What follows belongs to an exercise in optimizing a design on an open flow for small area; a production flow would make more cautious choices.
Where RTL was checked, it was by simulation tests only, not by an equivalence proof against the original.
The RTL of runs 4 and 5 was laid out without a check of its function.
No activity file was given, so power comes from the tool's default toggle rates.

===== flow/design.v =====
package daq_pkg;
    parameter int DEFAULT_N_CH   = 16;
    parameter int DEFAULT_WINDOW = 64;
    typedef enum logic [1:0] {
        STAND_BY = 2'd0,
        READING  = 2'd1,
        WAITING  = 2'd2
    } readout_state_e;
endpackage
module pulse_lane
#(
    parameter int WINDOW = daq_pkg::DEFAULT_WINDOW           
) (
    input  logic              clk,
    input  logic              rst,
    input  logic              pulse_n,              
    output logic [WINDOW-1:0] window                
);
    typedef logic [WINDOW-1:0] window_t;
    logic    pulse;                                 
    logic    sync_meta;                             
    logic    sync_q;                                
    logic    prev_q;                                
    logic    rise;                                  
    assign pulse = ~pulse_n;
    always_ff @(posedge clk) begin
        if (rst) begin
            sync_meta <= 1'b0;
            sync_q    <= 1'b0;
            prev_q    <= 1'b0;
        end else begin
            sync_meta <= pulse;
            sync_q    <= sync_meta;
            prev_q    <= sync_q;
        end
    end
    assign rise = sync_q & ~prev_q;
    window_t win_q;
    window_t win_next;
    always_comb begin
        win_next = {rise, win_q[WINDOW-1:1]};      
    end
    always_ff @(posedge clk) begin
        if (rst) begin
            win_q <= '0;                            
        end else begin
            win_q <= win_next;                      
        end
    end
    assign window = win_q;
endmodule
module event_readout
#(
    parameter int N_CH   = daq_pkg::DEFAULT_N_CH,            
    parameter int WINDOW = daq_pkg::DEFAULT_WINDOW           
) (
    input  logic                         clk,
    input  logic                         rst,
    input  logic [N_CH-1:0][WINDOW-1:0]  windows,       
    input  logic                         trig_thresh,   
    input  logic                         event_saved,   
    output logic [N_CH-1:0][WINDOW-1:0]  evento         
);
    typedef logic [N_CH-1:0][WINDOW-1:0] event_t;
    daq_pkg::readout_state_e read_state;
    daq_pkg::readout_state_e read_state_next;
    logic           load_event;                     
    event_t         evento_next;
    always_comb begin
        read_state_next = read_state;               
        case (read_state)
            daq_pkg::STAND_BY: begin
                if (trig_thresh) begin
                    read_state_next = daq_pkg::READING;
                end
            end
            daq_pkg::READING: begin
                read_state_next = daq_pkg::WAITING;          
            end
            daq_pkg::WAITING: begin
                if (event_saved) begin
                    read_state_next = daq_pkg::STAND_BY;
                end
            end
            default: begin
                read_state_next = daq_pkg::STAND_BY;         
            end
        endcase
    end
    assign load_event = (read_state == daq_pkg::READING);
    always_comb begin
        if (load_event) begin
            evento_next = windows;                  
        end else begin
            evento_next = '0;
        end
    end
    always_ff @(posedge clk) begin
        if (rst) begin
            read_state <= daq_pkg::STAND_BY;
            evento     <= '0;
        end else begin
            read_state <= read_state_next;
            evento     <= evento_next;              
        end
    end
endmodule
module pulse_sampler
#(
    parameter int N_CH   = daq_pkg::DEFAULT_N_CH,            
    parameter int WINDOW = daq_pkg::DEFAULT_WINDOW           
) (
    input  logic                         clk,
    input  logic                         rst,
    input  logic [N_CH-1:0]              ch_n,           
    input  logic                         trig_thresh,    
    input  logic                         event_saved,    
    output logic [N_CH*WINDOW-1:0]       evento          
);
    logic [N_CH-1:0][WINDOW-1:0] windows;
    for (genvar i = 0; i < N_CH; i++) begin : lane_g
        pulse_lane #(
            .WINDOW (WINDOW)
        ) lane (
            .clk     (clk),
            .rst     (rst),
            .pulse_n (ch_n[i]),                     
            .window  (windows[i])
        );
    end
    event_readout #(
        .N_CH   (N_CH),
        .WINDOW (WINDOW)
    ) readout0 (
        .clk         (clk),
        .rst         (rst),
        .windows     (windows),
        .trig_thresh (trig_thresh),
        .event_saved (event_saved),
        .evento      (evento)
    );
endmodule

===== flow/run.sh =====
#!/bin/bash
# synth_recipe.tcl (not shown) runs the flow's synth.tcl, then flattens the netlist and writes it again
# the make line also repeats each setting of config.mk as NAME=value (left out here)
make -C /OpenROAD-flow-scripts/flow DESIGN_CONFIG=/design/flow/config.mk WORK_HOME=/design/flow/orfs CLKGATE_MAP_FILE= SYNTH_SCRIPT=/design/flow/synth_recipe.tcl finish

===== flow/config.mk =====
export PLATFORM = sky130hd
export DESIGN_NAME = pulse_sampler
export DESIGN_NICKNAME = pulse_sampler
export VERILOG_FILES = /design/flow/design.v
export SDC_FILE = /design/flow/constraint.sdc
export NUM_CORES = 4
export LEC_CHECK = 0
export CAP_MARGIN = 20
export CORE_MARGIN = 2
export CORE_UTILIZATION = 40
export PLACE_DENSITY = 0.6
export SLEW_MARGIN = 20

===== flow/constraint.sdc =====
create_clock -name core_clock -period 5.0 [get_ports {clk}]
set_input_delay 1.0000 -clock core_clock [delete_from_list [all_inputs] [get_ports {clk}]]
set_output_delay 1.0000 -clock core_clock [all_outputs]
set_load 0.01 [all_outputs]

==> results.json, run 1 <==
{
  "antenna_found_initial": 9,
  "crit_path_max_incr_delay_ns": 0.61,
  "slew_headroom_pct": 41.9,
  "htree_levels": 4,
  "crit_path_end_kind": "primary output",
  "overflow": 0,
  "critPathLaunchType": "flop",
  "status": "complete, no violations",
  "die_area_um2": 143000,
  "rows": 137,
  "port_buffers": 1043,
  "synth_top_family_by_area": "simple AND/OR/NAND/NOR gates",
  "cts_buffers": 200,
  "hp-start": "lane_g[11].lane.prev_q",
  "crit_type": "reg2out",
  "synth-simple-area-share_pct": 23.4,
  "drtPass1Iterations": 4,
  "slowest_stage": "clkdlybuf4s50_1",
  "routed_wl_mm": 139,
  "min_period_ns": 2.94,
  "fp.dieH_um": 379,
  "worstMarginPinSlew_ns": 0.872,
  "multi_input_area_um2": 13100,
  "clock-sinks": 2098,
  "clk_path_buf_depth": 3,
  "avgViaCountPerCell": 4.14,
  "cp_data_required_time_ns": 4.00,
  "async_flop_share_pct": 0,
  "fin_ws_ns": 2.06,
  "synth_area_um2": 56100,
  "muxShareOfSynthArea_pct": 0,
  "preCtsSetupSlack_ns": 2.19,
  "drt_iter0_drc": 1264,
  "cts_tree": "built",
  "p_clk_share_pct": 46.6,
  "ir_drop_uv": 337,
  "pwr_density_cell_nw_per_um2": 428,
  "r2r-start": "readout0.read_state[1]",
  "core_area_um2": 139000,
  "grt_pass1_wl_mm": 199,
  "fmax_mhz": 340,
  "synth-xor-area-share_pct": 0,
  "wire_per_inst_um": 18.4,
  "hold_class": "reg2reg",
  "crit_start": "readout0.evento[722]",
  "synth-compound-area-share_pct": 0.00892,
  "grt_setup_unrepaired": "false",
  "synth-adder-area-share_pct": 0,
  "synthToLayoutAreaGrowth_pct": 33.6,
  "synth.largest_area_cell": "dfxtp_1",
  "worstPathMaxFanout": 1,
  "met1Wirelength_mm": 53.7,
  "setup_violations": 0,
  "die_w_um": 379,
  "arrival_ns": 1.94,
  "final_core_util_pct": 53.8,
  "p_seq_share_pct": 52.1,
  "combPwrFrac_pct": 1.2,
  "maxCapViolCount": 0,
  "gp_congestion": 0.812,
  "synth_edf_count": 0,
  "routed-wl-met3_mm": 13.3,
  "setup_tns_ns": 0,
  "hold_slack_ns": 0.365,
  "power.leakage_nw": 27.6,
  "ant_nets": 0,
  "regArea_um2": 42000,
  "layout-drive-gt1-share_pct": 6.39,
  "synthCells": 4430,
  "grt_pass1_vias": 30900,
  "ctsResizeCount": 0,
  "fill_cells": 11900,
  "path_delay_family": "buffers and inverters",
  "synth.area.top_cells": "dfxtp_1 75%, nor2b_1 23%, clkbuf_1 0.94%",
  "synth_top_area_share_pct": 74.9,
  "fin_worst_skew_ns": 0.0330,
  "clkLatencyLatePin_ns": 0.81,
  "synth_nets": 4450,
  "path_clk_slew_ns": 0.06,
  "yosysUniqueCellTypes": 16,
  "hpwl_mm": 96.5,
  "switching_share_pct": 20.7,
  "finalCritPeriodShare_pct": 58.7,
  "vias": 31100,
  "grt_max_degree": 163,
  "cts_setup_buffers": 0,
  "yosys_warnings": 2,
  "initial_core_util_pct": 40.3,
  "ioPinCount": 1044,
  "path_cells": "clkdlybuf4s50_1",
  "hold_violations": 0,
  "grt_use_total_pct": 18.8,
  "syn_area_per_cell_um2": 12.7,
  "ctsHoldBuffers": 0,
  "fin_nets": 5500,
  "root_buffer": "clkbuf_16",
  "drv_slew": 0,
  "seq_area_frac_synth_pct": 74.9,
  "internal_power_w": 0.0255,
  "yosys_register_bits": 2098,
  "drt_drc_violations_left": 0,
  "switchingPower_w": 0.00663,
  "synthFlopType": "dfxtp_1",
  "dr.max_layer_used": "met5",
  "worst-path-buf-inv": 1,
  "dr_wl_met2_mm": 67.2
}
[layout by cell type (no fill, tap or decap)]
cell / count
buf_12: 10
inv_16: 1
nor3b_4: 1
or3b_2: 1
clkinv_8: 1
clkdlybuf4s50_1: 1042
clkbuf_16: 205
nor3b_1: 1
buf_8: 1
clkinv_16: 4
clkbuf_8: 54
buf_4: 26
diode_2: 2
bufinv_16: 7
dfxtp_1: 2098
nor2b_1: 2063
clkinv_2: 41
clkinv_4: 2
clkbuf_1: 39
inv_6: 5
nand2b_4: 1
and2_1: 16
a21oi_1: 1
nor2_1: 16
nor4b_1: 1
[sequential cells by signal, indices dropped and copies added (netlist names)]
register / cells
readout0.read_state: 2
lane_g.lane.win_q: 1024
lane_g.lane.sync_q: 16
readout0.evento: 1024
lane_g.lane.prev_q: 16
lane_g.lane.sync_meta: 16
[stage by stage]
| step | power [W] | instance area [um2] | instances |
|---|---|---|---|
| 5_1_grt | 0.0332 | 75000 | 7514 |
| 3_3_place_gp | 0.0175 | 68300 | 7154 |
| 2_1_floorplan | 0.0174 | 56100 | 4430 |
| 6_report | 0.0321 | 75000 | 7515 |
| 4_1_cts | 0.0325 | 75000 | 7513 |
| 3_5_place_dp | 0.0175 | 68300 | 7154 |
[per-layer routing]
layer / vias to the layer above / track usage [%]
met5: - / 0
met4: 8 / 6.41
met3: 243 / 8.58
met2: 825 / 32.2
met1: 14600 / 20.4
li1: 15500 / -
[cell type report]
type	count	area share [%]
sequential	2098	56.0
multi-input combinational	2101	17.5
clock buffer	298	8.03
tap	1876	3.13
timing repair buffer	1079	14.5
clock inverter	61	0.844
antenna	2	0.00668
[synthesized netlist by cell type, types with 2 or more instances]
cell and n:
buf_6 2, buf_1 3, nor2_1 16, dfxtp_1 2098
clkbuf_1 141, and2_1 16, buf_2 83, nor2b_1 2063
[worst paths after layout]
| check | slack, ns | cells after the start | end |
|---|---|---|---|
| max | 2.06 | 1 | evento[722] |
| min | 0.36 | 1 | lane_g[11].lane.win_q[63] |
| max reg2reg | 2.86 | 3 | readout0.evento[795] |
| min reg2reg | 0.36 | 1 | lane_g[11].lane.win_q[63] |
[cells by family after synthesis]
| logic type | count (synthesis) |
|---|---|
| AOI/OAI and AO/OA | 1 |
| DFF | 2098 |
| buffers and inverters | 231 |
| and+or+nand+nor | 2100 |
[power by group through the flow]
stage	Clock [W]	Combinational (W)	Sequential [W]
floorplan	0	0.000279	0.0171
global placement	0	0.000411	0.0171
detailed placement	0	0.000411	0.0171
CTS	0.0154	0.000410	0.0167
global route	0.0160	0.000439	0.0167
finish	0.0150	0.000396	0.0167
==> run 2, diff against run 1 <==
==> flow/design.v (replaced) <==
package daq_pkg;
    parameter int DEFAULT_N_CH   = 16;
    parameter int DEFAULT_WINDOW = 64;
    typedef enum logic [1:0] {
        STAND_BY = 2'd0,
        READING  = 2'd1,
        WAITING  = 2'd2
    } readout_state_e;
endpackage
module pulse_lane
#(
    parameter int WINDOW = daq_pkg::DEFAULT_WINDOW           
) (
    input  logic              clk,
    input  logic              rst,
    input  logic              pulse_n,              
    output logic [WINDOW-1:0] window_n              
);
    logic    sync_meta;                             
    logic    sync_q;                                
    logic    prev_q;                                
    logic    rise_n;                                
    always_ff @(posedge clk) begin
        if (rst) begin
            sync_meta <= 1'b0;
        end else begin
            sync_meta <= ~pulse_n;
        end
    end
    always_ff @(posedge clk) begin
        sync_q <= sync_meta;
        prev_q <= sync_q;
    end
    assign rise_n = ~(sync_q & ~prev_q);
    logic [WINDOW:0] hist_n;
    always_ff @(posedge clk) begin
        hist_n <= {rise_n, hist_n[WINDOW:1]};
    end
    assign window_n = hist_n[WINDOW-1:0];
endmodule
module event_readout
#(
    parameter int N_CH   = daq_pkg::DEFAULT_N_CH,            
    parameter int WINDOW = daq_pkg::DEFAULT_WINDOW           
) (
    input  logic                         clk,
    input  logic                         rst,
    input  logic [N_CH-1:0][WINDOW-1:0]  windows_n,     
    input  logic                         trig_thresh,   
    input  logic                         event_saved,   
    output logic [N_CH-1:0][WINDOW-1:0]  evento         
);
    logic reading_q;                                
    logic waiting_q;                                
    logic show_q;                                   
    always_ff @(posedge clk) begin
        if (rst) begin
            reading_q <= 1'b0;
            waiting_q <= 1'b0;
            show_q    <= 1'b0;
        end else begin
            reading_q <= ~reading_q & ~waiting_q & trig_thresh;
            waiting_q <= reading_q | (waiting_q & ~event_saved);
            show_q    <= reading_q;
        end
    end
    localparam int AW = 7;                        
    logic [AW-1:0] age_q;
    always_ff @(posedge clk) begin
        if (rst) begin
            age_q <= '0;
        end else if (age_q != {AW{1'b1}}) begin
            age_q <= age_q + 1'b1;
        end
    end
    logic [WINDOW-1:0] show_k;
    for (genvar k = 0; k < WINDOW; k++) begin : pos_g
        assign show_k[k] = show_q & (age_q >= AW'(WINDOW + 2 - k));
        for (genvar c = 0; c < N_CH; c++) begin : ch_g
            assign evento[c][k] = show_k[k] & ~windows_n[c][k];
        end
    end
endmodule
module pulse_sampler
#(
    parameter int N_CH   = daq_pkg::DEFAULT_N_CH,            
    parameter int WINDOW = daq_pkg::DEFAULT_WINDOW           
) (
    input  logic                         clk,
    input  logic                         rst,
    input  logic [N_CH-1:0]              ch_n,           
    input  logic                         trig_thresh,    
    input  logic                         event_saved,    
    output logic [N_CH*WINDOW-1:0]       evento          
);
    logic [N_CH-1:0][WINDOW-1:0] windows_n;
    for (genvar i = 0; i < N_CH; i++) begin : lane_g
        pulse_lane #(
            .WINDOW (WINDOW)
        ) lane (
            .clk      (clk),
            .rst      (rst),
            .pulse_n  (ch_n[i]),
            .window_n (windows_n[i])
        );
    end
    event_readout #(
        .N_CH   (N_CH),
        .WINDOW (WINDOW)
    ) readout0 (
        .clk         (clk),
        .rst         (rst),
        .windows_n   (windows_n),
        .trig_thresh (trig_thresh),
        .event_saved (event_saved),
        .evento      (evento)
    );
endmodule
--- a/flow/config.mk
+++ b/flow/config.mk
@@ -6,7 +6,8 @@
 export NUM_CORES = 4
 export LEC_CHECK = 0
+export ABC_AREA = 1
 export CAP_MARGIN = 20
 export CORE_MARGIN = 2
-export CORE_UTILIZATION = 40
-export PLACE_DENSITY = 0.6
+export CORE_UTILIZATION = 60
+export PLACE_DENSITY = 0.7
 export SLEW_MARGIN = 20
==> run 2 against run 1 <==
- synthesized cell count fell by 43%
- area after synthesis fell by 50%
- the flow now stops in I/O pin placement
==> results.json, run 2 <==
{
  "die_w_um": 221,
  "synth_top_area_share_pct": 78.1,
  "status": "stopped before the end",
  "run.stop_error": "[ERROR PPL-0024] Number of IO pins (1044) exceeds maximum number of available positions (792). Increase the die perimeter from 882.58um to 1419.84um.",
  "synthFlopType": "dfxtp_1",
  "synth.area.top_cells": "dfxtp_1 78%, nor2_1 12%, a21oi_1 2.9%",
  "yosys_warnings": 2,
  "yosysUniqueCellTypes": 34,
  "rows": 79,
  "async_flop_share_pct": 0,
  "seq_area_frac_synth_pct": 78.1,
  "synth_nets": 2551,
  "synth_most_common_cell": "dfxtp_1",
  "synth.largest_area_cell": "dfxtp_1",
  "initial_core_util_pct": 60.6,
  "lastStage": "I/O pin placement",
  "synth_area_um2": 28200,
  "synth_commonest_cells": "1,098 x dfxtp_1, 914 x nor2_1, 162 x a21oi_1",
  "synth_edf_count": 0,
  "syn_area_per_cell_um2": 11.1,
  "yosys_register_bits": 1098,
  "fp.dieH_um": 221,
  "synthCells": 2528
}
run 2: changes by cell type after synthesis, sizes merged, moves of 4 or more:
| cell | change |
|---|---|
| a21oi | +164 |
| a31oi | +4 |
| and2 | -16 |
| clkbuf | -131 |
| dfxtp | -1000 |
| inv | +38 |
| nand2 | +122 |
| nand3 | +44 |
| nor2 | +911 |
| nor2b | -2063 |
| o21ai | +25 |
run 2: kinds of logic after synthesis:
family	share of synthesized area [%]
fa+ha+maj	0.133
compound gates	3.81
simple gates	15.4
buf+inv	2.57
flops	78.1
==> run 3, diff against run 2 <==
--- a/flow/config.mk
+++ b/flow/config.mk
@@ -9,5 +9,5 @@
 export CAP_MARGIN = 20
 export CORE_MARGIN = 2
-export CORE_UTILIZATION = 60
-export PLACE_DENSITY = 0.7
+export CORE_UTILIZATION = 20
+export PLACE_DENSITY = 0.6
 export SLEW_MARGIN = 20
==> run 3 against run 2 <==
- now clean on timing, DRC and antenna
- area after synthesis unchanged
- synthesized cell count stayed put
==> results.json, run 3 <==
{
  "status": "complete, no violations",
  "hpwl_mm": 94.9,
  "synth-xor-area-share_pct": 0,
  "hold_class": "reg2reg",
  "ant_nets": 0,
  "hold_slack_ns": 0.320,
  "switching_share_pct": 21.7,
  "muxShareOfSynthArea_pct": 0,
  "postLayoutCellArea_um2": 44500,
  "grt_max_degree": 49,
  "seq_area_frac_synth_pct": 78.1,
  "largest_register_ffs": 1040,
  "crit_path_end_kind": "primary output",
  "wire_per_inst_um": 22.5,
  "fill_cells": 14300,
  "ir_drop_uv": 318,
  "clock-sinks": 1098,
  "synth.area.top_cells": "dfxtp_1 78%, nor2_1 12%, a21oi_1 2.9%",
  "drt_iter0_drc": 1138,
  "root_buffer": "clkbuf_16",
  "crit_type": "reg2out",
  "die_w_um": 379,
  "initial_core_util_pct": 20.2,
  "clkLatencyLatePin_ns": 0.71,
  "ioPinCount": 1044,
  "finalNonFillerCells": 5605,
  "path_clk_slew_ns": 0.07,
  "core_area_um2": 140000,
  "critPathLaunchType": "flop",
  "ctsHoldBuffers": 0,
  "regArea_um2": 22000,
  "cts_buffers": 111,
  "synthCells": 2528,
  "drt_drc_violations_left": 0,
  "p_seq_share_pct": 52.2,
  "avgViaCountPerCell": 3.87,
  "cts_tree": "built",
  "multi_input_area_um2": 5500,
  "synth-simple-area-share_pct": 15.4,
  "postPlaceCellArea_um2": 40700,
  "worstMarginPinSlew_ns": 1.09,
  "yosysUniqueCellTypes": 34,
  "clk_path_buf_depth": 3,
  "switchingPower_w": 0.00389,
  "synth_most_common_cell": "dfxtp_1",
  "slew_headroom_pct": 27.3,
  "grt_use_total_pct": 16.6,
  "worstPathMaxFanout": 16,
  "synth.largest_area_cell": "dfxtp_1",
  "htree_levels": 3,
  "setup_tns_ns": 0,
  "internal_power_w": 0.0140,
  "yosys_warnings": 2,
  "maxCapViolCount": 0,
  "combPwrFrac_pct": 0.4,
  "setup_violations": 0,
  "finalCritPeriodShare_pct": 94.1,
  "min_period_ns": 4.71,
  "grt_pass1_wl_mm": 168,
  "drtPass1Iterations": 5,
  "antenna_found_initial": 8,
  "rows": 137,
  "synth_commonest_cells": "1,098 x dfxtp_1, 914 x nor2_1, 162 x a21oi_1",
  "yosys_register_bits": 1098,
  "p_clk_share_pct": 47.4,
  "cp_data_required_time_ns": 4.00,
  "final_core_util_pct": 31.9,
  "mostFrequentLayoutCells": "1,096 x dfxtp_1, 1,043 x clkdlybuf4s50_1, 914 x nor2_1",
  "arrival_ns": 3.71,
  "dpl.cell_count": 5389,
  "top_register": "lane_g.lane.hist_n",
  "async_flop_share_pct": 0,
  "final_common_cell": "dfxtp_1",
  "power.leakage_nw": 17.1,
  "port_buffers": 1043,
  "routed_wl_mm": 126,
  "synthToLayoutAreaGrowth_pct": 58.2,
  "synth-adder-area-share_pct": 0.133,
  "synth_area_um2": 28200,
  "synth-compound-area-share_pct": 3.81,
  "fp.dieH_um": 379,
  "synth_top_area_share_pct": 78.1,
  "gp_congestion": 0.876,
  "layout-drive-gt1-share_pct": 7.98,
  "hold_violations": 0,
  "grt_setup_unrepaired": "false",
  "overflow": 0,
  "die_area_um2": 144000,
  "synth_edf_count": 0,
  "grt_pass1_vias": 22200,
  "syn_area_per_cell_um2": 11.1,
  "vias": 21700,
  "synth_top_family_by_area": "simple AND/OR/NAND/NOR gates",
  "drv_slew": 0,
  "fmax_mhz": 213,
  "synth_nets": 2551,
  "pwr_density_cell_nw_per_um2": 402,
  "synthFlopType": "dfxtp_1",
  "fin_nets": 3652,
  "fin_worst_skew_ns": 0.0353
}
[run 3: per-layer routing]
layer,track usage [%],wire length [um],vias to the layer above
li1,-,-,10100
met1,18.7,49000,10400
met2,29.7,63800,945
met3,4.61,9230,203
met4,6.08,4110,2
met5,0,13,-
[run 3: worst paths after layout]
path / from / to / slack [ns] / cells past startpoint
worst min register to register: lane_g[8].lane.hist_n[2] / lane_g[8].lane.hist_n[1] / 0.32 / 0
worst max register to register: readout0.age_q[0] / readout0.age_q[0] / 3.05 / 6
worst min-delay path: lane_g[8].lane.hist_n[2] / lane_g[8].lane.hist_n[1] / 0.32 / 0
worst max-delay path: readout0.age_q[6] / evento[78] / 0.29 / 6
[run 3: cells by family (layout without fill, tap and decap cells)]
family	count (synthesis)	count (layout)
AOI/OAI and AO/OA	195	195
adders and majority gates	3	3
buffers and inverters	136	1330
DFF	1098	1098
other	0	7
and+or+nand+nor	1096	1096
[run 3: power by group through the flow]
stage	sequential, W	clock [W]	combinational, W
2_1_floorplan	0.00940	0	0.0000477
6_report	0.00935	0.00849	0.0000789
3_3_place_gp	0.00954	0	0.0000785
4_1_cts	0.00935	0.00872	0.0000803
3_5_place_dp	0.00954	0	0.0000800
5_1_grt	0.00938	0.00904	0.0000869
[run 3: layout make-up]
cell class | instances | area share (%)
Antenna cell | 7 | 0.0393
Inverter | 39 | 0.351
Clock inverter | 49 | 1.38
Clock buffer | 157 | 7.07
Timing Repair Buffer | 1085 | 24.2
Sequential cell | 1098 | 49.4
Tap cell | 1876 | 5.27
Multi-Input combinational cell | 1294 | 12.3
[run 3: repair_timing]
| item | CTS | global route |
|---|---|---|
| pin swaps | 1 | 0 |
| setup endpoints to repair | 15 | 8 |
| resized for setup | 1 | 4 |
| buffers inserted | 2 | 1 |
[run 3: critical path: stages (launching register included)]
cell             delay, ns
dfxtp_1               0.54
inv_2                 0.28
nand2_2               0.12
nor2_1                0.26
nand3_2               0.65
a21oi_1               0.49
clkdlybuf4s50_1       0.61
[run 3: per-stage QoR]
stage | worst slack (ns) | power [W]
finish | 0.295 | 0.0179
global route | 0.00706 | 0.0185
CTS | 0.0447 | 0.0182
detailed placement | 0.657 | 0.00962
global placement | 0.675 | 0.00962
floorplan | 2.38 | 0.00945
==> run 4, diff against run 3 <==
--- a/flow/design.v
+++ b/flow/design.v
@@ -74,10 +74,28 @@
         end
     end
-    logic [WINDOW-1:0] show_k;
+    logic [WINDOW-1:0] show_n;                      
     for (genvar k = 0; k < WINDOW; k++) begin : pos_g
-        assign show_k[k] = show_q & (age_q >= AW'(WINDOW + 2 - k));
-        for (genvar c = 0; c < N_CH; c++) begin : ch_g
-            assign evento[c][k] = show_k[k] & ~windows_n[c][k];
-        end
+        assign show_n[k] = ~(show_q & (age_q >= AW'(WINDOW + 2 - k)));
+    end
+    event_gate #(
+        .N_CH   (N_CH),
+        .WINDOW (WINDOW)
+    ) gate0 (
+        .show_n    (show_n),
+        .windows_n (windows_n),
+        .evento    (evento)
+    );
+endmodule
+module event_gate
+#(
+    parameter int N_CH   = daq_pkg::DEFAULT_N_CH,
+    parameter int WINDOW = daq_pkg::DEFAULT_WINDOW
+) (
+    input  logic [WINDOW-1:0]            show_n,
+    input  logic [N_CH-1:0][WINDOW-1:0]  windows_n,
+    output logic [N_CH-1:0][WINDOW-1:0]  evento
+);
+    for (genvar c = 0; c < N_CH; c++) begin : ch_g
+        assign evento[c] = ~(show_n | windows_n[c]);
     end
 endmodule
--- a/flow/config.mk
+++ b/flow/config.mk
@@ -12,2 +12,4 @@
 export PLACE_DENSITY = 0.6
 export SLEW_MARGIN = 20
+export SYNTH_HIERARCHICAL = 1
+export SYNTH_MINIMUM_KEEP_SIZE = 0
==> run 4 against run 3 <==
- sequential power is essentially flat
- first-iteration DRC count down 6.6%
- hold slack lost 0.014 ns
- critical endpoint is now evento[781]
- critical path depth is 4 higher
- total power is 2.8% higher
- routed wire length is 4.8% higher
- global-route usage shrank 3.3 points
- sequential share of layout area shrank 1.6 points
- clock skew grew 0.020 ns
- area after synthesis up 31%
==> results.json, run 4 <==
{
  "status": "complete, no violations",
  "clock-sinks": 1098,
  "synthToLayoutAreaGrowth_pct": 24.6,
  "drv_slew": 0,
  "drt_drc_violations_left": 0,
  "synthCells": 3592,
  "slew_headroom_pct": 29.4,
  "cp_data_required_time_ns": 4.00,
  "top_register": "lane_g.lane.hist_n",
  "grt_setup_unrepaired": "false",
  "largest_register_ffs": 1040,
  "synth.largest_area_cell": "dfxtp_1",
  "yosysUniqueCellTypes": 27,
  "synth_commonest_cells": "1,098 x dfxtp_1, 1,027 x buf_4, 902 x nor2_1",
  "synth_area_um2": 36900,
  "synth_edf_count": 0,
  "synth.area.top_cells": "dfxtp_1 60%, buf_4 21%, nor2_1 9.2%",
  "path_clk_slew_ns": 0.07,
  "crit_path_end_kind": "primary output",
  "hold_slack_ns": 0.306,
  "synth_most_common_cell": "dfxtp_1",
  "avgViaCountPerCell": 3.44,
  "final_common_cell": "dfxtp_1",
  "total_power_w": 0.0184,
  "layout-drive-gt1-share_pct": 13.1,
  "maxCapViolCount": 0,
  "power.leakage_nw": 16.9,
  "clk_path_buf_depth": 3,
  "pwr_density_cell_nw_per_um2": 400,
  "finalNonFillerCells": 6215,
  "syn_area_per_cell_um2": 10.3,
  "hold_violations": 0,
  "yosys_register_bits": 1098,
  "ant_nets": 0,
  "worstMarginPinSlew_ns": 1.06,
  "fin_nets": 3673,
  "hpwl_mm": 102,
  "crit_type": "reg2out",
  "async_flop_share_pct": 0,
  "worstPathMaxFanout": 17,
  "postPlaceCellArea_um2": 41900,
  "setup_tns_ns": 0,
  "setup_violations": 0,
  "core_area_um2": 183000,
  "p_seq_share_pct": 50.8,
  "ir_drop_uv": 299,
  "yosys_warnings": 8,
  "internal_power_w": 0.0144,
  "grt_use_total_pct": 13.3,
  "die_w_um": 434,
  "p_clk_share_pct": 48.7,
  "fp.dieH_um": 434,
  "slowest_stage": "nor2_4",
  "path_delay_family": "simple AND/OR/NAND/NOR gates",
  "vias": 21400,
  "drt_iter0_drc": 1063,
  "grt_pass1_wl_mm": 173,
  "path_cells": "nand2_1, nor2_4, clkinv_2, nand2_2, nand2_2, buf_4, inv_2, nor2_4, nor2_1, clkdlybuf4s50_1",
  "grt_pass1_vias": 21300,
  "initial_core_util_pct": 20.2,
  "port_buffers": 1043,
  "combPwrFrac_pct": 0.5,
  "mostFrequentLayoutCells": "1,097 x dfxtp_1, 1,042 x clkdlybuf4s50_1, 896 x nor2_1",
  "worst-path-buf-inv": 4,
  "overflow": 0,
  "rows": 157,
  "routed_wl_mm": 132,
  "root_buffer": "clkbuf_16",
  "fill_cells": 19300,
  "synth_top_area_share_pct": 59.5,
  "antenna_found_initial": 12,
  "grt_max_degree": 24,
  "hold_class": "reg2reg",
  "htree_levels": 3,
  "fmax_mhz": 212,
  "die_area_um2": 188000,
  "postLayoutCellArea_um2": 46000,
  "clkLatencyLatePin_ns": 0.77,
  "wire_per_inst_um": 21.3,
  "finalCritPeriodShare_pct": 94.5,
  "seq_area_frac_synth_pct": 59.5,
  "synthFlopType": "dfxtp_1",
  "fin_worst_skew_ns": 0.0553,
  "critPathLaunchType": "flop",
  "arrival_ns": 3.72,
  "cts_tree": "built",
  "cts_buffers": 113,
  "switching_share_pct": 22.0,
  "drtPass1Iterations": 5,
  "synth_nets": 3615,
  "min_period_ns": 4.72,
  "crit_path_max_incr_delay_ns": 0.66,
  "ioPinCount": 1044,
  "gp_congestion": 0.896,
  "switchingPower_w": 0.00406,
  "dpl.cell_count": 5994
}
## run 4: stage by stage
stage / utilization, % / setup WS [ns]
5_1_grt: 25.1 / 0.00378
6_report: 25.1 / 0.276
3_3_place_gp: 22.8 / 0.850
2_1_floorplan: - / 2.38
3_5_place_dp: 22.8 / 0.813
4_1_cts: 25.1 / 0.00883
## run 4: final cells by class
cell class / instances / area, um2 / share of cell area [%]
flip-flops and latches: 1098 / 22000 / 47.8
repair buffers: 1104 / 11000 / 23.8
multi-input cells: 1275 / 5730 / 12.4
clock buffers: 148 / 3160 / 6.86
well taps: 2464 / 3080 / 6.70
clock inverters: 61 / 871 / 1.89
inverters: 58 / 233 / 0.506
diodes: 7 / 17.5 / 0.0381
## run 4: final timing paths
check	depth (start not counted)	endpoint	slack, ns	startpoint
worst max-delay path	10	evento[781]	0.28	readout0.age_q[4]
worst min-delay path	0	lane_g[3].lane.hist_n[6]	0.31	lane_g[3].lane.hist_n[7]
worst max register to register	6	readout0.age_q[1]	3.24	readout0.age_q[1]
worst min register to register	0	lane_g[3].lane.hist_n[6]	0.31	lane_g[3].lane.hist_n[7]
## run 4: repair_timing
| action | in CTS | in global routing |
|---|---|---|
| setup buffers | 2 | 2 |
| pin swaps | 0 | 1 |
| setup endpoints to repair | 24 | 80 |
| hold buffers | 0 | 0 |
| gates resized for setup | 3 | 9 |
## run 4: metal layers
metal,vias to the layer above,GRT usage (%),share of wire (%)
met1,10300,15.4,39
met5,-,0,0
met2,880,22.8,50
li1,9958,-,-
met4,0,6.48,4.9
met3,237,3.34,6.4
## run 4: cell families after synthesis
group                    after synthesis  synth area share (%)
AO/OA/AOI/OAI                         54                 0.755
adder cells (fa/ha/maj)                3                 0.102
buffers and inverters               1219                  25.6
flip-flops                          1098                  59.5
AND/OR/NAND/NOR                     1218                  14.0
## run 4: power by group through the flow
stage / registers, W / logic (W) / clock network, W
floorplan: 0.00940 / 0.000469 / 0
global route: 0.00940 / 0.0000971 / 0.00955
CTS: 0.00938 / 0.0000889 / 0.00922
detailed placement: 0.00957 / 0.0000885 / 0
global placement: 0.00956 / 0.0000882 / 0
finish: 0.00937 / 0.0000895 / 0.00898
## run 4: worst register-to-register path: cells and delay by family, from the launching register on
kind | cells | cell delay (ns)
simple gates | 3 | 0.51
flops | 1 | 0.49
fa+ha+maj | 1 | 0.28
compound gates | 1 | 0.21
buf+inv | 1 | 0.16
==> run 5, diff against run 4 <==
==> flow/flow/run.sh (new file) <==
#!/bin/bash
# Standard ORFS layout, with the smallest buffer on the ports and a lighter clock tree.
set -euo pipefail
export BUFFER_PORTS_ARGS="-buffer_cell sky130_fd_sc_hd__buf_1"
export CTS_ARGS="-sink_clustering_enable -repair_clock_nets -dont_use_dummy_load"
bash standard.sh finish > flow_make.log 2>&1
==> flow/standard.sh (new file) <==
#!/bin/bash
# synth_recipe.tcl (not shown) runs the flow's synth.tcl, then flattens the netlist and writes it again
# the make line also repeats each setting of config.mk as NAME=value (left out here)
make -C /OpenROAD-flow-scripts/flow DESIGN_CONFIG=/design/flow/config.mk WORK_HOME=/design/flow/orfs CLKGATE_MAP_FILE= SYNTH_SCRIPT=/design/flow/synth_recipe.tcl "${@:-finish}"
removed: flow/run.sh
==> run 5 against run 4 <==
- still clean
- area after synthesis stayed put
- sequential power is essentially flat
- fmax is 0.87% higher
- global-route usage fell by 0.79 points
- clock power shrank 22%
- critical path type unchanged
==> results.json, run 5 <==
{
  "switchingPower_w": 0.00348,
  "path_cells": "nand2_1, inv_1, nor2_1, nor2_1, inv_1, nor2_1, buf_1",
  "drt_drc_violations_left": 0,
  "layout-drive-gt1-share_pct": 10.6,
  "cts_buffers": 111,
  "ctsHoldBuffers": 0,
  "mostFrequentLayoutCells": "1,097 x dfxtp_1, 1,041 x buf_1, 899 x nor2_1",
  "drtPass1Iterations": 7,
  "clk_path_buf_depth": 3,
  "die_w_um": 434,
  "arrival_ns": 3.68,
  "initial_core_util_pct": 20.2,
  "cts_setup_buffers": 0,
  "path_clk_slew_ns": 0.06,
  "multi_input_area_um2": 5740,
  "synthToLayoutAreaGrowth_pct": 3.16,
  "setup_violations": 0,
  "ctsResizeCount": 0,
  "hpwl_mm": 97.0,
  "grt_max_degree": 25,
  "synthFlopType": "dfxtp_1",
  "clkLatencyLatePin_ns": 0.73,
  "fmax_mhz": 214,
  "drt_iter0_drc": 1417,
  "synth.largest_area_cell": "dfxtp_1",
  "synth_edf_count": 0,
  "synth_most_common_cell": "dfxtp_1",
  "syn_area_per_cell_um2": 10.3,
  "p_clk_share_pct": 42.6,
  "final_common_cell": "dfxtp_1",
  "finalNonFillerCells": 6102,
  "synth_top_area_share_pct": 59.5,
  "root_buffer": "clkbuf_16",
  "internal_power_w": 0.0130,
  "hold_violations": 0,
  "ioPinCount": 1044,
  "yosysUniqueCellTypes": 27,
  "slowest_stage": "inv_1",
  "die_area_um2": 188000,
  "crit_type": "reg2out",
  "ir_drop_uv": 274,
  "postPlaceCellArea_um2": 35300,
  "power.leakage_nw": 13.9,
  "critPathLaunchType": "flop",
  "grt_pass1_wl_mm": 162,
  "vias": 21300,
  "yosys_warnings": 8,
  "yosys_register_bits": 1098,
  "worstMarginPinSlew_ns": 1.17,
  "combPwrFrac_pct": 0.5,
  "drv_slew": 0,
  "synth_nets": 3615,
  "status": "complete, no violations",
  "wire_per_inst_um": 20.6,
  "dpl.cell_count": 5983,
  "core_area_um2": 183000,
  "ant_nets": 0,
  "crit_top_cell": "nor2_1",
  "slew_headroom_pct": 21.9,
  "overflow": 0,
  "avgViaCountPerCell": 3.49,
  "crit_path_max_incr_delay_ns": 0.73,
  "hold_class": "reg2reg",
  "fin_nets": 3656,
  "grt_pass1_vias": 20400,
  "htree_levels": 3,
  "synth.area.top_cells": "dfxtp_1 60%, buf_4 21%, nor2_1 9.2%",
  "fp.dieH_um": 434,
  "hold_slack_ns": 0.297,
  "routed_wl_mm": 126,
  "finalCritPeriodShare_pct": 93.7,
  "port_buffers": 1043,
  "synth_commonest_cells": "1,098 x dfxtp_1, 1,027 x buf_4, 902 x nor2_1",
  "cp_data_required_time_ns": 4.00,
  "worstPathMaxFanout": 16,
  "cts_tree": "built",
  "min_period_ns": 4.68,
  "crit_path_end_kind": "primary output",
  "fill_cells": 20100,
  "p_seq_share_pct": 56.9,
  "regArea_um2": 22000,
  "pwr_density_cell_nw_per_um2": 432,
  "switching_share_pct": 21.1,
  "top_register": "lane_g.lane.hist_n",
  "rows": 157,
  "synthCells": 3592,
  "synth_area_um2": 36900,
  "antenna_found_initial": 16,
  "gp_congestion": 0.904,
  "grt_use_total_pct": 12.5,
  "setup_tns_ns": 0,
  "maxCapViolCount": 0,
  "postLayoutCellArea_um2": 38100,
  "async_flop_share_pct": 0,
  "fin_worst_skew_ns": 0.0582,
  "seq_area_frac_synth_pct": 59.5,
  "clock-sinks": 1098,
  "largest_register_ffs": 1040,
  "grt_setup_unrepaired": "false"
}
==> run 5: per-layer routing <==
layer,global-route usage (%),part of all wire [%],up-vias
met5,0,0,-
met4,5.24,3.9,0
met3,3.46,7.5,184
met2,21.3,49,968
met1,14.8,40,10300
li1,-,-,9810
==> run 5: cell type report <==
class / count / share of cell area [%]
timing repair buffer: 1089 / 11.2
sequential: 1098 / 57.7
antenna: 7 / 0.0460
inverter: 58 / 0.581
multi-input combinational: 1275 / 15.1
tap: 2464 / 8.09
clock buffer: 111 / 7.29
==> run 5: final timing paths <==
kind                       startpoint                     to  slack (ns)  cells past startpoint
min reg2reg  lane_g[5].lane.sync_meta  lane_g[5].lane.sync_q        0.30                      0
max                 readout0.age_q[4]            evento[338]        0.32                      7
max reg2reg         readout0.age_q[1]      readout0.age_q[1]        3.27                      6
min          lane_g[5].lane.sync_meta  lane_g[5].lane.sync_q        0.30                      0
==> run 5: cell families after synthesis <==
family,Yosys count,share of synthesized area [%]
compound gates,54,0.755
fa+ha+maj,3,0.102
buf+inv,1219,25.6
flops,1098,59.5
simple gates,1218,14.0
==> run 5: power by group through the flow <==
| stage | clock, W | combinational [W] | sequential, W |
|---|---|---|---|
| 4_1_cts | 0.00723 | 0.0000841 | 0.00938 |
| 5_1_grt | 0.00754 | 0.0000922 | 0.00940 |
| 3_5_place_dp | 0 | 0.0000837 | 0.00956 |
| 2_1_floorplan | 0 | 0.000469 | 0.00940 |
| 6_report | 0.00701 | 0.0000833 | 0.00937 |
| 3_3_place_gp | 0 | 0.0000833 | 0.00956 |
==> run 5: stage by stage <==
| step | power, W | utilization (%) | setup WS, ns |
|---|---|---|---|
| after floorplan | 0.00987 | - | 2.38 |
| after global placement | 0.00964 | 19.2 | 1.08 |
| after detailed placement | 0.00965 | 19.2 | 1.08 |
| after CTS | 0.0167 | 20.8 | 0.198 |
| after global routing | 0.0170 | 20.8 | 0.00152 |
| final | 0.0165 | 20.8 | 0.317 |
==> run 5: worst max-delay path, delay by kind of cell, from the launching register on <==
kind,cells,cell delay [ns]
simple gates,4,1.18
flops,1,0.66
buf+inv,3,1.10
==> run 6, diff against run 5 <==
--- a/flow/design.v
+++ b/flow/design.v
@@ -65,16 +65,30 @@
         end
     end
-    localparam int AW = 7;                        
-    logic [AW-1:0] age_q;
+    localparam logic [6:0] AGE0 = 7'(127 - (WINDOW + 2));
+    logic [6:0] age_q;
     always_ff @(posedge clk) begin
         if (rst) begin
-            age_q <= '0;
-        end else if (age_q != {AW{1'b1}}) begin
+            age_q <= AGE0;
+        end else if (age_q != 7'h7f) begin
             age_q <= age_q + 1'b1;
         end
     end
+    logic       shown;                              
+    logic [2:0] age_hi, age_lo;
+    logic [7:0] hi_gt;                              
+    logic [7:0] hi_eq;                              
+    logic [7:0] lo_ge;                              
+    assign shown  = show_q & age_q[6];
+    assign age_hi = age_q[5:3];
+    assign age_lo = age_q[2:0];
+    for (genvar i = 0; i < 8; i++) begin : dec_g
+        assign hi_gt[i] = shown & (age_hi > 3'(i));
+        assign hi_eq[i] = shown & (age_hi == 3'(i));
+        assign lo_ge[i] = (age_lo >= 3'(i));
+    end
     logic [WINDOW-1:0] show_n;                      
     for (genvar k = 0; k < WINDOW; k++) begin : pos_g
-        assign show_n[k] = ~(show_q & (age_q >= AW'(WINDOW + 2 - k)));
+        localparam int T = 63 - k;                  
+        assign show_n[k] = ~(hi_gt[T / 8] | (hi_eq[T / 8] & lo_ge[T % 8]));
     end
     event_gate #(
==> flow/flow/run.sh (replaced) <==
#!/bin/bash
# Standard ORFS layout, with the smallest buffer on the ports, logic back at
# its smallest drive after synthesis, and a lighter clock tree.
set -euo pipefail
here=$(cd "$(dirname "$0")" && pwd)
export BUFFER_PORTS_ARGS="-buffer_cell sky130_fd_sc_hd__buf_1"
export POST_FLOORPLAN_TCL="$here/downsize.tcl"
export CTS_ARGS="-sink_clustering_enable -repair_clock_nets -dont_use_dummy_load $(cat "$here/cts_args.txt")"
bash standard.sh finish > flow_make.log 2>&1
==> flow/flow/cts_args.txt (new file) <==
-buf_list sky130_fd_sc_hd__clkbuf_8 sky130_fd_sc_hd__clkbuf_16 -sink_clustering_size 20 -sink_clustering_max_diameter 50
==> flow/flow/downsize.tcl (new file) <==
# Put logic cells back to their smallest drive after synthesis; the resizer
# upsizes again wherever slew, capacitance or timing needs it.
set db [ord::get_db]
set block [[$db getChip] getBlock]
set swapped 0
foreach inst [$block getInsts] {
  set m [[$inst getMaster] getName]
  if {[regexp {^(sky130_fd_sc_hd__(nor2|nand2|inv|a21oi|o21ai|nand3|nor3|nand4|nor4|a31oi|o31ai|a211oi|o211ai))_([0-9]+)$} $m -> base t n] && $n > 1} {
    set new [$db findMaster ${base}_1]
    if {$new ne "NULL"} {
      $inst swapMaster $new
      incr swapped
    }
  }
}
puts "downsize: swapped $swapped cells to drive 1"
==> run 6 against run 5 <==
- the run now fails in clock tree synthesis
- synthesized cell count decreased by 2.9%
- area after synthesis down 1.1%
==> results.json, run 6 <==
{
  "status": "stopped before the end",
  "lastStage": "clock tree synthesis",
  "run.stop_error": "[ERROR STA-0564] clock_tree_synthesis positional arguments not supported.",
  "syn_area_per_cell_um2": 10.5,
  "yosys_register_bits": 1098,
  "ioPinCount": 1044,
  "synth_area_um2": 36500,
  "synth-adder-area-share_pct": 0.171,
  "muxShareOfSynthArea_pct": 0,
  "synth.area.top_cells": "dfxtp_1 60%, buf_4 21%, nor2_1 9.0%",
  "synthFlopType": "dfxtp_1",
  "synth_most_common_cell": "dfxtp_1",
  "yosysUniqueCellTypes": 22,
  "seq_area_frac_synth_pct": 60.2,
  "synth-compound-area-share_pct": 0.743,
  "synth.largest_area_cell": "dfxtp_1",
  "synth-xor-area-share_pct": 0,
  "port_buffers": 1043,
  "async_flop_share_pct": 0,
  "synth_nets": 3513,
  "fp.dieH_um": 431,
  "synth_commonest_cells": "1,098 x dfxtp_1, 1,026 x buf_4, 877 x nor2_1",
  "initial_core_util_pct": 20.2,
  "gp_congestion": 0.971,
  "synth_edf_count": 0,
  "hpwl_mm": 101,
  "rows": 156,
  "synth_top_family_by_area": "buffers and inverters",
  "synthCells": 3488,
  "die_w_um": 431,
  "yosys_warnings": 8,
  "synth_top_area_share_pct": 60.2,
  "synth-simple-area-share_pct": 13.1
}
[run 6: changes by cell type after synthesis, sizes merged, moves of 2 or more]
cell / before / now
a21oi: 18 / 13
a31oi: 3 / 0
clkbuf: 4 / 0
ha: 3 / 5
inv: 57 / 52
nand2: 104 / 57
nand3: 22 / 7
nor2: 1086 / 1057
o21ai: 31 / 39
[run 6: cells by family after synthesis]
| logic type | Yosys count |
|---|---|
| simple gates | 1125 |
| fa+ha+maj | 5 |
| flops | 1098 |
| buf+inv | 1208 |
| compound gates | 52 |
[run 6: how the worst min path moves through the flow]
| stage | from | cells past startpoint | endpoint | slack (ns) |
|---|---|---|---|---|
| after global placement | lane_g[12].lane.sync_meta | 0 | lane_g[12].lane.sync_q | 0.31 |
| after detailed placement | lane_g[12].lane.sync_meta | 0 | lane_g[12].lane.sync_q | 0.31 |
| after floorplan | lane_g[0].lane.hist_n[64] | 0 | lane_g[0].lane.hist_n[63] | 0.31 |
[run 6: per-stage QoR]
| stage | instances | power, W | setup slack (ns) | util, % | instance area (um2) |
|---|---|---|---|---|---|
| 2_1_floorplan | 3488 | 0.0100 | 2.45 | - | 36500 |
| 3_5_place_dp | 5804 | 0.00994 | 0.828 | 19.1 | 34600 |
| 3_3_place_gp | 5803 | 0.00994 | 0.826 | 19.1 | 34600 |
[run 6: power by group through the flow]
stage	sequential (W)	clock (W)	combinational, W
2_1_floorplan	0.00941	0	0.000635
3_3_place_gp	0.00958	0	0.000353
3_5_place_dp	0.00959	0	0.000354
==> run 7, diff against run 6 <==
==> flow/flow/cts_args.txt (replaced) <==
-sink_clustering_size 30 -sink_clustering_max_diameter 60
==> run 7 against run 6 <==
- the run now finishes clean
- synthesized cell count unchanged
- area after synthesis unchanged
==> results.json, run 7 <==
{
  "ctsHoldBuffers": 0,
  "clk_path_buf_depth": 3,
  "core_area_um2": 181000,
  "layout-drive-gt1-share_pct": 6.74,
  "arrival_ns": 3.65,
  "ioPinCount": 1044,
  "setup_violations": 0,
  "root_buffer": "clkbuf_16",
  "grt_use_total_pct": 13.2,
  "power.leakage_nw": 13.7,
  "setup_tns_ns": 0,
  "fmax_mhz": 215,
  "gp_congestion": 0.971,
  "drt_drc_violations_left": 0,
  "grt_max_degree": 31,
  "grt_pass1_vias": 19700,
  "slew_headroom_pct": 24.5,
  "maxCapViolCount": 0,
  "drtPass1Iterations": 5,
  "synth_most_common_cell": "dfxtp_1",
  "hold_violations": 0,
  "avgViaCountPerCell": 3.44,
  "fin_nets": 3543,
  "cp_num_cells": 8,
  "cts_setup_buffers": 0,
  "die_w_um": 431,
  "synthFlopType": "dfxtp_1",
  "cp_data_required_time_ns": 4.00,
  "synth.area.top_cells": "dfxtp_1 60%, buf_4 21%, nor2_1 9.0%",
  "path_delay_family": "simple AND/OR/NAND/NOR gates",
  "crit_type": "reg2out",
  "synth.largest_area_cell": "dfxtp_1",
  "critPathLaunchType": "flop",
  "worstMarginPinSlew_ns": 1.13,
  "largest_register_ffs": 1040,
  "synth_area_um2": 36500,
  "yosysUniqueCellTypes": 22,
  "crit_path_max_incr_delay_ns": 0.72,
  "port_buffers": 1043,
  "min_period_ns": 4.65,
  "routed_wl_mm": 129,
  "yosys_warnings": 8,
  "crit_path_end_kind": "primary output",
  "mostFrequentLayoutCells": "1,098 x dfxtp_1, 1,056 x nor2_1, 990 x buf_1",
  "vias": 20300,
  "cts_tree": "built",
  "syn_area_per_cell_um2": 10.5,
  "async_flop_share_pct": 0,
  "ir_drop_uv": 276,
  "dpl.cell_count": 5804,
  "antenna_found_initial": 15,
  "initial_core_util_pct": 20.2,
  "clock-sinks": 1098,
  "ant_nets": 0,
  "worst-path-buf-inv": 3,
  "synth_nets": 3513,
  "seq_area_frac_synth_pct": 60.2,
  "final_common_cell": "dfxtp_1",
  "fin_worst_skew_ns": 0.0896,
  "synth_commonest_cells": "1,098 x dfxtp_1, 1,026 x buf_4, 877 x nor2_1",
  "finalNonFillerCells": 5900,
  "rows": 156,
  "synthToLayoutAreaGrowth_pct": 0.462,
  "grt_setup_unrepaired": "false",
  "finalCritPeriodShare_pct": 93.0,
  "synthCells": 3488,
  "drt_iter0_drc": 1278,
  "overflow": 0,
  "wire_per_inst_um": 21.9,
  "cts_buffers": 82,
  "synth_edf_count": 0,
  "drv_slew": 0,
  "clkLatencyLatePin_ns": 0.72,
  "hold_depth": 0,
  "path_clk_slew_ns": 0.10,
  "ff2ff_path_depth": 5,
  "slowest_stage": "dfxtp_1",
  "synth_top_area_share_pct": 60.2,
  "top_register": "lane_g.lane.hist_n",
  "grt_pass1_wl_mm": 167,
  "status": "complete, no violations",
  "fp.dieH_um": 431,
  "hold_class": "reg2reg",
  "path_cells": "nand2_1, nor2_1, inv_1, nand2_1, o21ai_1, buf_4, nor2_1, buf_1",
  "die_area_um2": 186000,
  "hpwl_mm": 101,
  "yosys_register_bits": 1098,
  "pwr_density_cell_nw_per_um2": 424,
  "worstPathMaxFanout": 15,
  "htree_levels": 3
}
==> run 7: area by class of cell <==
class | count | area, um2
Timing Repair Buffer | 1102 | 4720
Multi-Input combinational cell | 1182 | 4740
Sequential cell | 1098 | 22000
Antenna cell | 14 | 35.0
Fill cell | 20000 | 144000
Tap cell | 2370 | 2970
Inverter | 52 | 199
Clock buffer | 82 | 2050
==> run 7: cells by family (layout without fill, tap and decap cells) <==
kind of cell	Yosys count	after routing	synth area share [%]
buffers and inverters	1208	1236	25.8
AND/OR/NAND/NOR	1125	1125	13.1
flip-flops	1098	1098	60.2
AO/OA/AOI/OAI	52	52	0.743
adder cells (fa/ha/maj)	5	5	0.171
other	0	14	0
==> run 7: per-layer routing <==
metal	vias up	track usage [%]	wire (um)
li1	9479	-	-
met1	9819	15.8	53100
met2	801	22.8	64100
met3	167	2.92	7560
met4	2	4.76	4470
met5	-	0	21
==> run 7: worst paths after layout <==
| check | from | endpoint | slack, ns |
|---|---|---|---|
| setup / recovery | readout0.age_q[2] | evento[800] | 0.35 |
| hold / removal | lane_g[0].lane.sync_meta | lane_g[0].lane.sync_q | 0.27 |
| hold reg to reg | lane_g[0].lane.sync_meta | lane_g[0].lane.sync_q | 0.27 |
| setup reg to reg | readout0.age_q[2] | readout0.age_q[3] | 3.31 |
==> run 7: repair_timing <==
item / 4_1_cts / 5_1_grt
resized for setup: 0 / 2
endpoints found under the hold margin: 0 / 0
setup endpoints to repair: 0 / 3
==> run 7: where the power goes <==
group	total [W]	internal (W)	leakage, nW	switching, W
sequential	0.00938	0.00910	9.07	0.000280
combinational	0.000344	0.0000825	3.61	0.000261
clock	0.00584	0.00288	1.01	0.00296
total	0.0156	0.0121	13.7	0.00350
==> run 7: per-stage QoR <==
stage          power, W  instance area (um2)  utilization (%)  worst slack, ns  hold slack, ns
5_1_grt          0.0161                36700             20.2           0.0493           0.271
2_1_floorplan    0.0100                36500                -             2.45           0.310
3_3_place_gp    0.00994                34600             19.1            0.826           0.312
4_1_cts          0.0158                36700             20.2          0.00751           0.273
3_5_place_dp    0.00994                34600             19.1            0.828           0.312
6_report         0.0156                36700             20.3            0.348           0.269
==> run 8, diff against run 7 <==
==> flow/flow/cts_args.txt (replaced) <==
-buf_list {sky130_fd_sc_hd__clkbuf_8 sky130_fd_sc_hd__clkbuf_16} -sink_clustering_size 20 -sink_clustering_max_diameter 50
==> run 8 against run 7 <==
- fmax rose by 0.17%
- via count rose by 1.1%
- first-iteration DRC count fell by 6.6%
- synthesized cell count did not move
- critical path type unchanged
- critical endpoint is now evento[564]
==> results.json, run 8 <==
{
  "drv_slew": 0,
  "synthCells": 3488,
  "clkLatencyLatePin_ns": 0.71,
  "initial_core_util_pct": 20.2,
  "internal_power_w": 0.0127,
  "grt_pass1_wl_mm": 167,
  "hpwl_mm": 101,
  "r2r-end": "readout0.age_q[3]",
  "root_buffer": "clkbuf_16",
  "ff2ff_path_depth": 5,
  "synth.area.top_cells": "dfxtp_1 60%, buf_4 21%, nor2_1 9.0%",
  "setup_tns_ns": 0,
  "r2r-start": "readout0.age_q[2]",
  "synthFlopType": "dfxtp_1",
  "routed_wl_mm": 129,
  "arrival_ns": 3.64,
  "final_common_cell": "dfxtp_1",
  "yosysUniqueCellTypes": 22,
  "grt_use_total_pct": 13.2,
  "ioPinCount": 1044,
  "maxCapViolCount": 0,
  "largest_register_ffs": 1040,
  "clk_path_buf_depth": 3,
  "endpoint": "evento[564]",
  "clock-sinks": 1098,
  "fmax_mhz": 215,
  "syn_area_per_cell_um2": 10.5,
  "layout-drive-gt1-share_pct": 7.24,
  "htree_levels": 3,
  "switching_share_pct": 22.1,
  "drt_drc_violations_left": 0,
  "synth_top_area_share_pct": 60.2,
  "synth_edf_count": 0,
  "synth_commonest_cells": "1,098 x dfxtp_1, 1,026 x buf_4, 877 x nor2_1",
  "die_w_um": 431,
  "crit_type": "reg2out",
  "path_clk_slew_ns": 0.07,
  "fp.dieH_um": 431,
  "setup_violations": 0,
  "seq_area_frac_synth_pct": 60.2,
  "rows": 156,
  "ir_drop_uv": 272,
  "mostFrequentLayoutCells": "1,098 x dfxtp_1, 1,056 x nor2_1, 990 x buf_1",
  "vias": 20500,
  "min_period_ns": 4.64,
  "hold_violations": 0,
  "worstPathMaxFanout": 21,
  "fin_nets": 3562,
  "slew_headroom_pct": 25.8,
  "fin_worst_skew_ns": 0.0791,
  "crit_path_end_kind": "primary output",
  "p_seq_share_pct": 57.6,
  "cts_buffers": 101,
  "die_area_um2": 186000,
  "wire_per_inst_um": 21.8,
  "cp_data_required_time_ns": 4.00,
  "antenna_found_initial": 16,
  "ff2ff_setup_slack_ns": 3.34,
  "synth_most_common_cell": "dfxtp_1",
  "ctsHoldBuffers": 0,
  "hold_slack_ns": 0.288,
  "top_register": "lane_g.lane.hist_n",
  "gp_congestion": 0.971,
  "crit_start": "readout0.age_q[4]",
  "ant_nets": 0,
  "power.leakage_nw": 13.9,
  "grt_setup_unrepaired": "false",
  "status": "complete, no violations",
  "worstMarginPinSlew_ns": 1.11,
  "yosys_register_bits": 1098,
  "grt_max_degree": 22,
  "port_buffers": 1043,
  "critPathLaunchType": "flop",
  "hold_class": "reg2reg",
  "yosys_warnings": 8,
  "p_clk_share_pct": 40.3,
  "async_flop_share_pct": 0,
  "synthToLayoutAreaGrowth_pct": 1.79,
  "synth_nets": 3513,
  "drt_iter0_drc": 1194,
  "drtPass1Iterations": 5,
  "synth.largest_area_cell": "dfxtp_1",
  "core_area_um2": 181000,
  "avgViaCountPerCell": 3.46,
  "combPwrFrac_pct": 2.1,
  "finalCritPeriodShare_pct": 92.9,
  "switchingPower_w": 0.00360,
  "pwr_density_cell_nw_per_um2": 439,
  "grt_pass1_vias": 20000,
  "overflow": 0,
  "cts_setup_buffers": 0,
  "cts_tree": "built",
  "synth_area_um2": 36500
}
==> run 8: critical path: stages (launching register included) <==
cell	delay [ns]
dfxtp_1	0.67
inv_1	0.18
a21oi_1	0.25
buf_4	0.23
inv_1	0.06
buf_4	0.23
nand2_1	0.16
clkinvlp_4	0.44
buf_4	0.37
nor2_1	0.21
buf_12	0.14
==> run 8: area by class of cell <==
cell class                      count  area (um2)
Tap cell                         2370        2970
Sequential cell                  1098       22000
Inverter                           52         199
Antenna cell                       18        45.0
Clock buffer                      101        2530
Timing Repair Buffer             1102        4720
Fill cell                       19900      144000
Multi-Input combinational cell   1182        4740
==> run 8: how the worst min path moves through the flow <==
stage                                         start                        end  slack (ns)  depth (start not counted)
after floorplan           lane_g[0].lane.hist_n[64]  lane_g[0].lane.hist_n[63]        0.31                          0
after global placement    lane_g[12].lane.sync_meta     lane_g[12].lane.sync_q        0.31                          0
after detailed placement  lane_g[12].lane.sync_meta     lane_g[12].lane.sync_q        0.31                          0
after CTS                 lane_g[2].lane.hist_n[11]  lane_g[2].lane.hist_n[10]        0.29                          0
after global routing      lane_g[0].lane.hist_n[42]  lane_g[0].lane.hist_n[41]        0.29                          0
final                     lane_g[0].lane.hist_n[42]  lane_g[0].lane.hist_n[41]        0.29                          0
==> run 8: layer usage <==
| layer | part of all wire (%) | vias to the layer above | track usage (%) |
|---|---|---|---|
| li1 | - | 9551 | - |
| met1 | 41 | 9870 | 15.9 |
| met2 | 49 | 872 | 22.8 |
| met3 | 6.4 | 200 | 2.97 |
| met4 | 3.6 | 0 | 4.91 |
| met5 | 0 | - | 0 |
==> run 8: stage by stage <==
stage / utilization [%] / setup slack (ns) / instances / cell area (um2) / power, W
after floorplan: - / 2.45 / 3488 / 36500 / 0.0100
after global routing: 20.5 / 0.0268 / 5906 / 37100 / 0.0169
after CTS: 20.5 / 0.0170 / 5905 / 37100 / 0.0165
after detailed placement: 19.1 / 0.828 / 5804 / 34600 / 0.00994
final: 20.5 / 0.356 / 5923 / 37200 / 0.0163
after global placement: 19.1 / 0.826 / 5803 / 34600 / 0.00994
==> run 8: cell families (layout without fill, tap and decap cells) <==
| kind of cell | Yosys count | in the layout | synth area share (%) |
|---|---|---|---|
| buf+inv | 1208 | 1255 | 25.8 |
| other cells | 0 | 18 | 0 |
| fa+ha+maj | 5 | 5 | 0.171 |
| compound gates | 52 | 52 | 0.743 |
| simple gates | 1125 | 1125 | 13.1 |
| flops | 1098 | 1098 | 60.2 |
==> run 8: repair_timing <==
| item | 4_1_cts | 5_1_grt |
|---|---|---|
| resized for setup | 1 | 1 |
| endpoints found under the setup margin | 1 | 1 |
| cloned | 0 | 0 |
==> run 8: power groups by stage <==
stage | clock network [W] | logic, W | registers, W
floorplan | 0 | 0.000635 | 0.00941
global placement | 0 | 0.000353 | 0.00958
detailed placement | 0 | 0.000354 | 0.00959
global route | 0.00709 | 0.000375 | 0.00942
CTS | 0.00679 | 0.000356 | 0.00940
finish | 0.00657 | 0.000344 | 0.00939
==> run 9, diff against run 8 <==
==> flow/flow/run.sh (replaced) <==
#!/bin/bash
# Standard ORFS layout, with the smallest buffer on the ports, logic back at
# its smallest drive after synthesis, ports in a fixed order and a lighter
# clock tree.
set -euo pipefail
here=$(cd "$(dirname "$0")" && pwd)
export BUFFER_PORTS_ARGS="-buffer_cell sky130_fd_sc_hd__buf_1"
export POST_FLOORPLAN_TCL="$here/post_floorplan.tcl"
export CTS_ARGS="-sink_clustering_enable -repair_clock_nets -dont_use_dummy_load $(cat "$here/cts_args.txt")"
bash standard.sh finish > flow_make.log 2>&1
==> flow/flow/cts_args.txt (replaced) <==
-sink_clustering_size 40 -sink_clustering_max_diameter 40
==> flow/flow/pins.tcl (new file) <==
# Ports around the die in a fixed order: the four control inputs, the
# channel inputs, then the event bits by window stage (stage 63 first), all
# 16 channels of a stage side by side. Each stage's show line then stays
# local, and each channel's window chain runs once around the die.
set block [ord::get_db_block]
set die [$block getDieArea]
set W [ord::dbu_to_microns [$die xMax]]
set H [ord::dbu_to_microns [$die yMax]]

set pins [list clk rst trig_thresh event_saved]
for {set c 0} {$c < 16} {incr c} { lappend pins "ch_n\[$c\]" }
for {set k 63} {$k >= 0} {incr k -1} {
  for {set c 0} {$c < 16} {incr c} { lappend pins "evento\[[expr {$c * 64 + $k}]\]" }
}

set n [llength $pins]
set margin 6.0
set per_edge [expr {int(ceil($n / 4.0))}]

proc snap {v off pitch} { return [expr {$off + $pitch * round(($v - $off) / $pitch)}] }

set i 0
foreach p $pins {
  set edge [expr {$i / $per_edge}]
  set j [expr {$i % $per_edge}]
  if {$edge == 0 || $edge == 2} { set len $W } else { set len $H }
  set step [expr {($len - 2 * $margin) / $per_edge}]
  set d [expr {$margin + ($j + 0.5) * $step}]
  switch $edge {
    0 { set x [snap $d 0.23 0.46];              set y 0;  set l met2 }
    1 { set x $W; set y [snap $d 0.34 0.68];              set l met3 }
    2 { set x [snap [expr {$W - $d}] 0.23 0.46]; set y $H; set l met2 }
    3 { set x 0;  set y [snap [expr {$H - $d}] 0.34 0.68]; set l met3 }
  }
  place_pin -pin_name $p -layer $l -location [list $x $y] -force_to_die_boundary
  incr i
}
puts "pins: placed $n ports"
==> flow/flow/post_floorplan.tcl (new file) <==
set here [file dirname [info script]]
source [file join $here downsize.tcl]
source [file join $here pins.tcl]
--- a/flow/config.mk
+++ b/flow/config.mk
@@ -8,7 +8,7 @@
 export ABC_AREA = 1
 export CAP_MARGIN = 20
-export CORE_MARGIN = 2
-export CORE_UTILIZATION = 20
-export PLACE_DENSITY = 0.6
+export CORE_AREA = 8 8 442 442
+export DIE_AREA = 0 0 450 450
+export PLACE_DENSITY = 0.8
 export SLEW_MARGIN = 20
 export SYNTH_HIERARCHICAL = 1
==> run 9 against run 8 <==
- global-route usage fell by 4.3 points
- clock skew rose by 0.029 ns
- via count fell by 5.8%
- highest routed layer unchanged
- still clean
- register-to-register slack improved by 0.23 ns
- cell count rose by 1.8%
- total power fell by 1.5%
- non-clock buffer count fell by 6
- largest power group unchanged
- sequential power barely moved
- count of clock-buffer cells in the layout fell by 3
- first-iteration DRC count rose by 29%
==> results.json, run 9 <==
{
  "status": "complete, no violations",
  "layout-drive-gt1-share_pct": 4.79,
  "dr.max_layer_used": "met4",
  "r2r-start": "readout0.age_q[2]",
  "cts_tree": "built",
  "drv_slew": 0,
  "fp.dieH_um": 450,
  "ir_drop_uv": 371,
  "preCtsSetupSlack_ns": 0.419,
  "antenna_found_initial": 9,
  "htree_levels": 3,
  "final_common_cell": "dfxtp_1",
  "path_clk_slew_ns": 0.06,
  "pwr_density_cell_nw_per_um2": 437,
  "synth_area_um2": 36500,
  "synth.largest_area_cell": "dfxtp_1",
  "slew_headroom_pct": 25.8,
  "synth-simple-area-share_pct": 13.1,
  "min_period_ns": 4.57,
  "slowest_stage": "inv_1",
  "yosysUniqueCellTypes": 22,
  "setup_violations": 0,
  "die_w_um": 450,
  "clkLatencyLatePin_ns": 0.73,
  "ff2ff_setup_slack_ns": 3.57,
  "synth-xor-area-share_pct": 0,
  "hp-start": "lane_g[6].lane.hist_n[35]",
  "yosys_register_bits": 1098,
  "synth-adder-area-share_pct": 0.171,
  "seq_area_frac_synth_pct": 60.2,
  "crit_path_end_kind": "primary output",
  "grt_max_degree": 22,
  "drt_drc_violations_left": 0,
  "met1Wirelength_mm": 41.1,
  "grt_use_total_pct": 8.90,
  "path_delay_family": "buffers and inverters",
  "hpwl_mm": 73.9,
  "total_power_w": 0.0161,
  "ctsHoldBuffers": 0,
  "clock-sinks": 1098,
  "maxCapViolCount": 0,
  "fin_nets": 3553,
  "initial_core_util_pct": 19.5,
  "grt_pass1_wl_mm": 135,
  "yosys_warnings": 8,
  "vias": 19300,
  "synthToLayoutAreaGrowth_pct": 0.630,
  "routed_wl_mm": 96.2,
  "synth_top_area_share_pct": 60.2,
  "synth-compound-area-share_pct": 0.743,
  "largest_register_ffs": 1040,
  "critPathLaunchType": "flop",
  "worst-path-buf-inv": 5,
  "synth_edf_count": 0,
  "synthFlopType": "dfxtp_1",
  "root_buffer": "clkbuf_16",
  "die_area_um2": 203000,
  "overflow": 0,
  "worstMarginPinSlew_ns": 1.11,
  "drtPass1Iterations": 6,
  "hold_depth": 0,
  "synth_nets": 3513,
  "postLayoutCellArea_um2": 36800,
  "synth_most_common_cell": "dfxtp_1",
  "cts_buffers": 98,
  "ff2ff_path_depth": 6,
  "power.leakage_nw": 13.6,
  "core_area_um2": 187000,
  "finalCritPeriodShare_pct": 91.3,
  "cp_data_required_time_ns": 4.00,
  "dr_wl_met2_mm": 45.7,
  "mostFrequentLayoutCells": "1,096 x dfxtp_1, 1,056 x nor2_1, 1,043 x buf_1",
  "gp_congestion": 0.835,
  "worstHoldEndpoint": "lane_g[6].lane.hist_n[34]",
  "routed-wl-met3_mm": 7.61,
  "setup_tns_ns": 0,
  "ioPinCount": 0,
  "path_cells": "nand2_1, buf_4, a21oi_2, buf_4, inv_1, o21ai_0, inv_1, nor2_1, buf_1",
  "hold_class": "reg2reg",
  "avgViaCountPerCell": 3.20,
  "grt_pass1_vias": 19900,
  "fin_ws_ns": 0.433,
  "crit_path_max_incr_delay_ns": 0.63,
  "synth_top_family_by_area": "buffers and inverters",
  "synth_commonest_cells": "1,098 x dfxtp_1, 1,026 x buf_4, 877 x nor2_1",
  "grt_setup_unrepaired": "false",
  "hold_violations": 0,
  "port_buffers": 1043,
  "cp_num_cells": 9,
  "top_register": "lane_g.lane.hist_n",
  "ant_nets": 0,
  "syn_area_per_cell_um2": 10.5,
  "fmax_mhz": 219,
  "cts_setup_buffers": 0,
  "rows": 159,
  "ctsResizeCount": 5,
  "clk_path_buf_depth": 3,
  "muxShareOfSynthArea_pct": 0,
  "r2r-end": "readout0.age_q[0]",
  "drt_iter0_drc": 1540,
  "crit_type": "reg2out",
  "synthCells": 3488,
  "async_flop_share_pct": 0,
  "arrival_ns": 3.57,
  "worstPathMaxFanout": 21,
  "fin_worst_skew_ns": 0.108,
  "wire_per_inst_um": 16.0,
  "synth.area.top_cells": "dfxtp_1 60%, buf_4 21%, nor2_1 9.0%",
  "postPlaceCellArea_um2": 34300
}
==> run 9: how the worst max path moves through the flow <==
stage / startpoint / to
after floorplan: readout0.age_q[1] / evento[420]
after global routing: readout0.age_q[4] / evento[435]
after detailed placement: readout0.age_q[4] / evento[741]
after CTS: readout0.age_q[1] / evento[94]
after global placement: readout0.age_q[6] / evento[931]
final: readout0.age_q[6] / evento[563]
==> run 9: through the flow <==
stage / hold WS, ns / util, % / cells
after global routing: 0.328 / 19.6 / 6022
after detailed placement: 0.312 / 18.3 / 5922
after global placement: 0.310 / 18.2 / 5918
after CTS: 0.311 / 19.6 / 6020
after floorplan: 0.310 / - / 3488
final: 0.307 / 19.6 / 6029
==> run 9: where the power goes <==
group | internal [W] | switching [W] | total (W)
logic | 0.0000928 | 0.000285 | 0.000378
clock network | 0.00341 | 0.00290 | 0.00631
registers | 0.00911 | 0.000264 | 0.00938
==> run 9: logic make-up (layout without fill, tap and decap cells) <==
family / count (synthesis) / count (layout)
and+or+nand+nor: 1125 / 1125
AOI/OAI and AO/OA: 52 / 52
adders and majority gates: 5 / 5
buffers and inverters: 1208 / 1246
DFF: 1098 / 1098
other: 0 / 8
==> run 9: worst register-to-register path, delay by kind of cell, from the launching register on <==
| family | cells | cell delay (ns) |
|---|---|---|
| simple gates | 4 | 0.44 |
| flops | 1 | 0.40 |
| buf+inv | 2 | 0.45 |
==> run 9: cell type report <==
type	count	area, um2
fillers	20300	151000
repair buffers	1096	4340
inverters	52	198
well taps	2495	3120
diodes	8	20.0
flip-flops and latches	1098	22000
multi-input cells	1182	4640
clock buffers	98	2450
==> run 9: per-layer routing <==
layer	GRT usage [%]	vias up
li1	-	9451
met1	10.6	8930
met2	15.2	831
met3	3.17	101
met4	2.38	0
met5	0	-
